From an optimization exercise on the open Yosys and OpenROAD flow, aimed at small area, a short achievable clock period and few clock cycles; shortcuts taken in it are not production practice.
The RTL was checked by simulation tests, not by an equivalence proof against the original design.
Power figures rest on the tool's default switching activity, not on a simulated workload.

## old
## trail_fade_strip_renderer_top
module trail_fade_strip_renderer_top (
  input  logic        clk,
  input  logic        rst,
  input  logic        s_tvalid,
  output logic        s_tready,
  input  logic [31:0] s_tdata,   
  input  logic        s_tuser,   
  output logic        m_tvalid,
  input  logic        m_tready,
  output logic [31:0] m_tdata,   
  output logic        m_tuser,   
  output logic        m_tlast,
  input  logic        cfg_we,
  input  logic        cfg_index,
  input  logic [7:0]  cfg_data
);
For scale: roughly 5200 cells after synthesis, roughly 83 I/O pins, roughly 0.064 mm^2 of cells after synthesis.
==> flow/config.mk <==
export PLATFORM = sky130hd
export DESIGN_NAME = trail_fade_strip_renderer_top
export DESIGN_NICKNAME = trail_fade_strip_renderer_top
export VERILOG_FILES = /design/flow/design.v
export SDC_FILE = /design/flow/constraint.sdc
export NUM_CORES = 4
export LEC_CHECK = 0
export ABC_CLOCK_PERIOD_IN_PS = 3000
export CAP_MARGIN = 20
export CORE_MARGIN = 2
export CORE_UTILIZATION = 50
export CTS_BUF_LIST = sky130_fd_sc_hd__clkbuf_4 sky130_fd_sc_hd__clkbuf_8
export SETUP_SLACK_MARGIN = 4.0
export SLEW_MARGIN = 20
==> flow/constraint.sdc <==
create_clock -name core_clock -period 7.5 [get_ports {clk}]
set_input_delay 1.5000 -clock core_clock [delete_from_list [all_inputs] [get_ports {clk}]]
set_output_delay 1.5000 -clock core_clock [all_outputs]
set_load 0.01 [all_outputs]
run.sh (not shown) runs the stock make flow with config.mk's settings and CLKGATE_MAP_FILE= SYNTH_SCRIPT=/design/flow/synth_recipe.tcl, a recipe that flattens the netlist after the stock synthesis.
old did not stop at any stage, and its layout met the timing, design-rule and antenna checks.
Testbench counts of old, summed over its fixed seeds: cycles 10,196.
--- input diff old..new ---
--- a/flow/config.mk
+++ b/flow/config.mk
@@ -9,6 +9,5 @@
 export CAP_MARGIN = 20
 export CORE_MARGIN = 2
-export CORE_UTILIZATION = 50
-export CTS_BUF_LIST = sky130_fd_sc_hd__clkbuf_4 sky130_fd_sc_hd__clkbuf_8
+export CORE_UTILIZATION = 40
 export SETUP_SLACK_MARGIN = 4.0
 export SLEW_MARGIN = 20
--- outcome ---
Slew at the pin closest to its max-slew limit in new is 0.056 ns higher than in old. Compared with old, new shows a post-CTS setup buffer count that is 16% higher. In the tables for old and new, met3 layer wire length in the routed design reads lower with old. Diff old -> new | via count of the first global-routing pass | increase of 232. new against old: total power after layout rose 6.4%; first-pass GRT wire length rose 2.6%. On fraction of area in registers: between old and new, it ends up higher for old. Re count of clock-buffer cells in the layout: new is 122 down on old.


Another version of the RTL of trail_fade_strip_renderer_top (not shown whole).
For scale: ~5100 cells after synthesis, about 1400 flip-flops, about 83 I/O pins, ~66000 um^2 of cells after synthesis.
Design trail_fade_strip_renderer_top, start of the top module:
module trail_fade_strip_renderer_top (
  input  logic        clk,
  input  logic        rst,
  input  logic        s_tvalid,
  output logic        s_tready,
  input  logic [31:0] s_tdata,   
  input  logic        s_tuser,   
  output logic        m_tvalid,
  input  logic        m_tready,
  output logic [31:0] m_tdata,   
  output logic        m_tuser,   
  output logic        m_tlast,
  input  logic        cfg_we,
  input  logic        cfg_index,
  input  logic [7:0]  cfg_data
);
clock: 7.5 ns
lec_check: 0
abc_clock_period_in_ps: 3000
cap_margin: 20
core_margin: 2
core_utilization: 40
cts_cluster_diameter: 100
cts_cluster_size: 25
setup_slack_margin: 4.2
slew_margin: 20
The starting point completed without violations.
Testbench counts at the start, summed over its fixed seeds: cycles 10,344.
Edit:
--- a/flow/config.mk
+++ b/flow/config.mk
@@ -11,5 +11,3 @@
 export CORE_UTILIZATION = 40
-export CTS_CLUSTER_DIAMETER = 100
-export CTS_CLUSTER_SIZE = 25
-export SETUP_SLACK_MARGIN = 4.2
+export SETUP_SLACK_MARGIN = 4.0
 export SLEW_MARGIN = 20
Worst setup slack is worse by 0.14 ns.
Register-to-register slack is worse by 0.14 ns.
Final area rises by 2.9%.
Global-route usage falls by 0.17 points.
Synthesized area stays the same.
Core utilization rises by 1.3 points.
Edit:
--- a/flow/config.mk
+++ b/flow/config.mk
@@ -11,2 +11,4 @@
 export CORE_UTILIZATION = 40
+export CTS_CLUSTER_DIAMETER = 100
+export CTS_CLUSTER_SIZE = 25
 export SETUP_SLACK_MARGIN = 4.0
Effect:
- The new run completed without violations
- combinational power barely changes
- power shrinks by 19%
- synthesized area is unchanged
- wire length goes down by 1.0%
- synthesized cell count stays the same
- utilization shrinks by 1.8 points
- die area stays the same
Edit:
--- a/flow/config.mk
+++ b/flow/config.mk
@@ -11,4 +11,4 @@
 export CORE_UTILIZATION = 40
-export CTS_CLUSTER_DIAMETER = 100
-export CTS_CLUSTER_SIZE = 25
+export CTS_CLUSTER_DIAMETER = 50
+export CTS_CLUSTER_SIZE = 18
 export SETUP_SLACK_MARGIN = 4.0
Effect: The new run went through all stages and came out clean. Total power rose by about 20%. Wire length rose by about 0.6%. Cell area rose by 3.7%. Combinational power hardly moves. Synthesized area is unchanged.


Setup of v6:
The RTL this note starts from:
==> flow/design.v <==
package tfsr_pkg;
  localparam int TRAIL_LENGTH_DEF  = 64;
  localparam int STRIP_COLUMNS_DEF = 8;
  localparam int X_W      = 9;
  localparam int Y_W      = 8;
  localparam int OFFSET_W = 3;
  localparam int COLOR_W  = 16;
  localparam int SEL_W    = 2;
  localparam int LIMIT_W  = 8;
  localparam int CFG_W    = 8;
endpackage
module tfsr_store (
  input  logic          clk,
  input  logic          rst,
  input  logic          wr_en,
  input  logic [63:0]   wr_sel,
  input  logic [8:0]    wr_x,
  input  logic [7:0]    wr_y,
  input  logic [5:0]    wp,
  input  logic          full,
  input  logic [8:0]    start,
  output logic [63:0]   hits,
  output logic [575:0]  all_x,
  output logic [511:0]  all_y
);
  logic [8:0] mx [64];
  logic [7:0] my [64];
  always_ff @(posedge clk) begin
    for (int i = 0; i < 64; i++) begin
      if (wr_en && wr_sel[i]) begin
        mx[i] <= wr_x;
        my[i] <= wr_y;
      end
    end
  end
  logic [5:0] s_hi;
  logic [2:0] s_lo;
  logic [6:0] s_hi1;
  logic       s1_ok;
  always_comb begin
    s_hi  = start[8:3];
    s_lo  = start[2:0];
    s_hi1 = {1'b0, s_hi} + 7'd1;
    s1_ok = !s_hi1[6];
    for (int i = 0; i < 64; i++) begin
      logic ge;
      logic vld;
      ge  = (mx[i][2:0] >= s_lo);
      vld = full || (6'(i) < wp);
      hits[i] = vld && ((mx[i][8:3] == s_hi && ge) ||
                        (s1_ok && mx[i][8:3] == s_hi1[5:0] && !ge));
      all_x[i*9 +: 9] = mx[i];
      all_y[i*8 +: 8] = my[i];
    end
  end
endmodule
module tfsr_shade (
  input  logic [5:0]  idx,
  input  logic [5:0]  wp,
  input  logic [1:0]  color_select,
  output logic [15:0] color
);
  logic [5:0] lvl6;
  logic [4:0] lvl5;
  always_comb begin
    lvl6 = idx - wp;
    lvl5 = lvl6[5:1] - {4'b0, (lvl6[5] && !lvl6[0])};
    case (color_select)
      2'd0:    color = {lvl5, 11'b0};
      2'd1:    color = {5'b0, lvl6, 5'b0};
      2'd2:    color = {11'b0, lvl5};
      default: color = '0;
    endcase
  end
endmodule
module tfsr_emit (
  input  logic          clk,
  input  logic          rst,
  input  logic          load,
  input  logic [63:0]   load_hits,
  input  logic [5:0]    load_wp,
  input  logic [2:0]    load_lo,
  input  logic [575:0]  all_x,
  input  logic [511:0]  all_y,
  input  logic [1:0]    color_select,
  input  logic          out_ready,
  output logic [63:0]   rem,
  output logic          free,
  output logic          out_valid,
  output logic [26:0]   out_data,
  output logic          out_hit,
  output logic          out_last
);
  logic        none;
  logic [5:0]  rem_wp;
  logic [2:0]  rem_lo;
  logic        b_v;
  logic        b_hit;
  logic        b_last;
  logic [7:0]  b_y;
  logic [2:0]  b_q;
  logic [2:0]  b_lo;
  logic [5:0]  b_idx;
  logic [5:0]  b_wp;
  logic [63:0] pre [7];
  logic [63:0] below;
  logic [63:0] oh;
  logic [63:0] rest;
  logic        any;
  logic        last;
  logic [7:0]  sel_y;
  logic [2:0]  sel_q;
  logic [5:0]  sel_idx;
  logic        out_free;
  logic        b_take;
  logic        pick;
  logic [15:0] color;
  always_comb begin
    pre[0] = rem;
    for (int l = 0; l < 6; l++) begin
      for (int i = 0; i < 64; i++) begin
        if (((i >> l) & 1) == 1) begin
          pre[l+1][i] = pre[l][i] | pre[l][((i >> l) << l) - 1];
        end else begin
          pre[l+1][i] = pre[l][i];
        end
      end
    end
    below = {pre[6][62:0], 1'b0};
    oh    = rem & ~below;
    rest  = rem & ~oh;
    any   = pre[6][63];
    last  = !(|rest);
    sel_y   = '0;
    sel_q   = '0;
    sel_idx = '0;
    for (int i = 0; i < 64; i++) begin
      sel_y   = sel_y | ({8{oh[i]}} & all_y[i*8 +: 8]);
      sel_q   = sel_q | ({3{oh[i]}} & all_x[i*9 +: 3]);
      sel_idx = sel_idx | ({6{oh[i]}} & 6'(i));
    end
    out_free = !out_valid || out_ready;
    b_take   = !b_v || out_free;
    pick     = (any || none) && b_take;
    free     = (!any && !none) || (pick && (!any || last));
  end
  always_ff @(posedge clk) begin
    if (rst) begin
      rem  <= '0;
      none <= 1'b0;
    end else if (load) begin
      rem  <= load_hits;
      none <= !(|load_hits);
    end else if (pick) begin
      rem  <= rest;
      if (!any) none <= 1'b0;
    end
  end
  always_ff @(posedge clk) begin
    if (load) begin
      rem_wp <= load_wp;
      rem_lo <= load_lo;
    end
  end
  always_ff @(posedge clk) begin
    if (rst) begin
      b_v <= 1'b0;
    end else if (pick) begin
      b_v <= 1'b1;
    end else if (out_free) begin
      b_v <= 1'b0;
    end
  end
  always_ff @(posedge clk) begin
    if (pick) begin
      b_hit  <= any;
      b_last <= !any || last;
      b_y    <= sel_y;
      b_q    <= sel_q;
      b_lo   <= rem_lo;
      b_idx  <= sel_idx;
      b_wp   <= rem_wp;
    end
  end
  tfsr_shade u_shade (
    .idx          (b_idx),
    .wp           (b_wp),
    .color_select (color_select),
    .color        (color)
  );
  always_ff @(posedge clk) begin
    if (rst) begin
      out_valid <= 1'b0;
    end else if (out_free) begin
      out_valid <= b_v;
    end
  end
  always_ff @(posedge clk) begin
    if (out_free && b_v) begin
      out_hit  <= b_hit;
      out_last <= b_last;
      if (b_hit) begin
        out_data <= {color, b_y, 3'(b_q - b_lo)};
      end else begin
        out_data <= '0;
      end
    end
  end
endmodule
module trail_fade_strip_renderer_top (
  input  logic        clk,
  input  logic        rst,
  input  logic        s_tvalid,
  output logic        s_tready,
  input  logic [31:0] s_tdata,   
  input  logic        s_tuser,   
  output logic        m_tvalid,
  input  logic        m_tready,
  output logic [31:0] m_tdata,   
  output logic        m_tuser,   
  output logic        m_tlast,
  input  logic        cfg_we,
  input  logic        cfg_index,
  input  logic [7:0]  cfg_data
);
  logic [1:0]  color_select;
  logic [7:0]  repeat_limit;
  logic [5:0]  wp;
  logic        full;
  logic [8:0]  last_x;
  logic [7:0]  last_y;
  logic        last_valid;
  logic [7:0]  repeat_count;
  logic        rdy_render;
  logic        i_v;
  logic        i_r;
  logic [25:0] i_d;
  logic        nxt_v;
  logic [63:0] nxt;
  logic [5:0]  nxt_wp;
  logic [2:0]  nxt_lo;
  logic        accept;
  logic        acc_add;
  logic        acc_render;
  logic        i_add;
  logic        i_render;
  logic        store;
  logic        stall;
  logic        commit;
  logic [63:0] wp_dec;
  logic [63:0] hits;
  logic [575:0] all_x;
  logic [511:0] all_y;
  logic [63:0] rem;
  logic [63:0] owed;
  logic [63:0] owed_next;
  logic        emit_free;
  logic        load;
  logic [63:0] load_vec;
  logic [5:0]  load_wp;
  logic [2:0]  load_lo;
  logic        nxt_v_next;
  logic        add_next;
  logic        stall_next;
  logic [26:0] out_data;
  assign s_tready   = s_tuser ? rdy_render : !stall;
  assign accept     = s_tvalid && s_tready;
  assign acc_add    = accept && !s_tuser;
  assign acc_render = accept && s_tuser;
  always_comb begin
    i_add    = i_v && !i_r;
    i_render = i_v && i_r;
    store = !last_valid || (last_x != i_d[8:0]) || (last_y != i_d[16:9]) ||
            (repeat_count >= repeat_limit);
    for (int i = 0; i < 64; i++) begin
      wp_dec[i] = (wp == 6'(i));
    end
    owed   = rem | (nxt_v ? nxt : '0);
    commit = i_add && !stall;
    load     = emit_free && (nxt_v || i_render);
    load_vec = nxt_v ? nxt : hits;
    load_wp  = nxt_v ? nxt_wp : wp;
    load_lo  = nxt_v ? nxt_lo : i_d[19:17];
    nxt_v_next = (nxt_v && !emit_free) || (i_render && !(emit_free && !nxt_v));
    owed_next  = owed | (i_render ? hits : '0);
    add_next   = acc_add || stall;
    stall_next = add_next &&
                 |(owed_next & (wp_dec | {wp_dec[62:0], wp_dec[63]}));
  end
  always_ff @(posedge clk) begin
    if (rst) begin
      stall      <= 1'b0;
      rdy_render <= 1'b1;
      i_v        <= 1'b0;
      nxt_v      <= 1'b0;
    end else begin
      stall      <= stall_next;
      rdy_render <= !stall_next && !nxt_v_next && !acc_render;
      if (!stall) begin
        i_v <= accept;
      end
      nxt_v <= nxt_v_next;
    end
  end
  always_ff @(posedge clk) begin
    if (!stall) begin
      i_r <= s_tuser;
      i_d <= s_tdata[25:0];
    end
    if (i_render && !(emit_free && !nxt_v)) begin
      nxt    <= hits;
      nxt_wp <= wp;
      nxt_lo <= i_d[19:17];
    end
  end
  always_ff @(posedge clk) begin
    if (rst) begin
      color_select <= 2'd0;
      repeat_limit <= 8'd16;
      wp           <= '0;
      full         <= 1'b0;
      last_valid   <= 1'b0;
      repeat_count <= '0;
    end else begin
      if (cfg_we) begin
        if (cfg_index) begin
          repeat_limit <= cfg_data;
        end else begin
          color_select <= cfg_data[1:0];
        end
      end
      if (commit) begin
        if (store) begin
          last_valid   <= 1'b1;
          repeat_count <= '0;
          wp           <= wp + 6'd1;
          if (wp == 6'd63) full <= 1'b1;
        end else if (repeat_count != 8'hFF) begin
          repeat_count <= repeat_count + 8'd1;
        end
      end
    end
  end
  always_ff @(posedge clk) begin
    if (commit && store) begin
      last_x <= i_d[8:0];
      last_y <= i_d[16:9];
    end
  end
  tfsr_store u_store (
    .clk    (clk),
    .rst    (rst),
    .wr_en  (commit && store),
    .wr_sel (wp_dec),
    .wr_x   (i_d[8:0]),
    .wr_y   (i_d[16:9]),
    .wp     (wp),
    .full   (full),
    .start  (i_d[25:17]),
    .hits   (hits),
    .all_x  (all_x),
    .all_y  (all_y)
  );
  tfsr_emit u_emit (
    .clk          (clk),
    .rst          (rst),
    .load         (load),
    .load_hits    (load_vec),
    .load_wp      (load_wp),
    .load_lo      (load_lo),
    .all_x        (all_x),
    .all_y        (all_y),
    .color_select (color_select),
    .out_ready    (m_tready),
    .rem          (rem),
    .free         (emit_free),
    .out_valid    (m_tvalid),
    .out_data     (out_data),
    .out_hit      (m_tuser),
    .out_last     (m_tlast)
  );
  assign m_tdata = {5'b0, out_data};
endmodule
Settings: LEC_CHECK=0, ABC_CLOCK_PERIOD_IN_PS=4000, CAP_MARGIN=20, CORE_MARGIN=2, CORE_UTILIZATION=40, SETUP_SLACK_MARGIN=3.0, SLEW_MARGIN=20; clock period 7.5 ns.
v6 completed end to end with timing, DRC and antenna clean.
Testbench counts of v6, summed over its fixed seeds: cycles 10,190.
What v7 does differently from v6 at the input level:
diff --git a/flow/config.mk b/flow/config.mk
--- a/flow/config.mk
+++ b/flow/config.mk
@@ -8 +8 @@
-export ABC_CLOCK_PERIOD_IN_PS = 4000
+export ABC_CLOCK_PERIOD_IN_PS = 3000
@@ -12 +12 @@
-export SETUP_SLACK_MARGIN = 3.0
+export SETUP_SLACK_MARGIN = 4.0
==> run summary <==
- Per the final summary, v7 finished and its layout is clean on timing, DRC and antenna.
- Sequential power delta (v7 -> v6): insignificant
- v7 vs v6: fraction of power consumed by combinational cells up in v7
- Total number of vias ended up about 5.4% higher on v7 than on v6.
- Looking at met1 layer wirelength in the final routing, v7 sits about 2.6% above v6.
- First-pass GRT wire length delta (v7 − v6): unfavourable

==> port drivers added, routing unchanged <==
Ports are ideal in the flow. The routed layouts listed here were re-timed in OpenROAD. Step 1, drivers: a clkbuf_16 drives clk and a buf_2 each remaining input, both assumed. Step 2 moves the port delays by t, midway between the first and last clock arrival at a register: inputs arrive t later, outputs are due t later. That takes back most of the time a late clock gives input paths. Three values: no drivers, after step 1, after step 2; two values: the first two.
run	shift t [ns]	slack for setup (ns)	hold WS [ns]	worst setup path at the end	slew at the worst register clock pin (ns)
old	1.010	3.349 / 3.349 / 3.349	0.415 / 0.415 / 0.415	register to register	0.07 / 0.07
new	0.889	3.691 / 3.691 / 3.560	0.419 / 0.419 / 0.419	input to register	0.07 / 0.07
the first run of note 2	0.797	4.036 / 4.036 / 3.617	0.427 / 0.427 / 0.427	input to register	0.11 / 0.11
the second run of note 2	0.902	3.893 / 3.893 / 3.448	0.423 / 0.423 / 0.423	input to register	0.07 / 0.07
the third run of note 2	0.811	3.900 / 3.900 / 3.477	0.431 / 0.431 / 0.431	input to register	0.11 / 0.11
the fourth run of note 2	0.897	3.947 / 3.947 / 3.491	0.419 / 0.419 / 0.419	input to register	0.08 / 0.08
v6	0.896	2.928 / 2.928 / 2.325	0.418 / 0.418 / 0.418	input to register	0.07 / 0.07
v7	0.907	3.580 / 3.580 / 3.449	0.419 / 0.419 / 0.419	input to register	0.07 / 0.07
After both steps every run listed still meets setup and hold. The setup slack of v6, which loses most, moves by 0.000 ns with the drivers and by -0.603 ns with both steps.
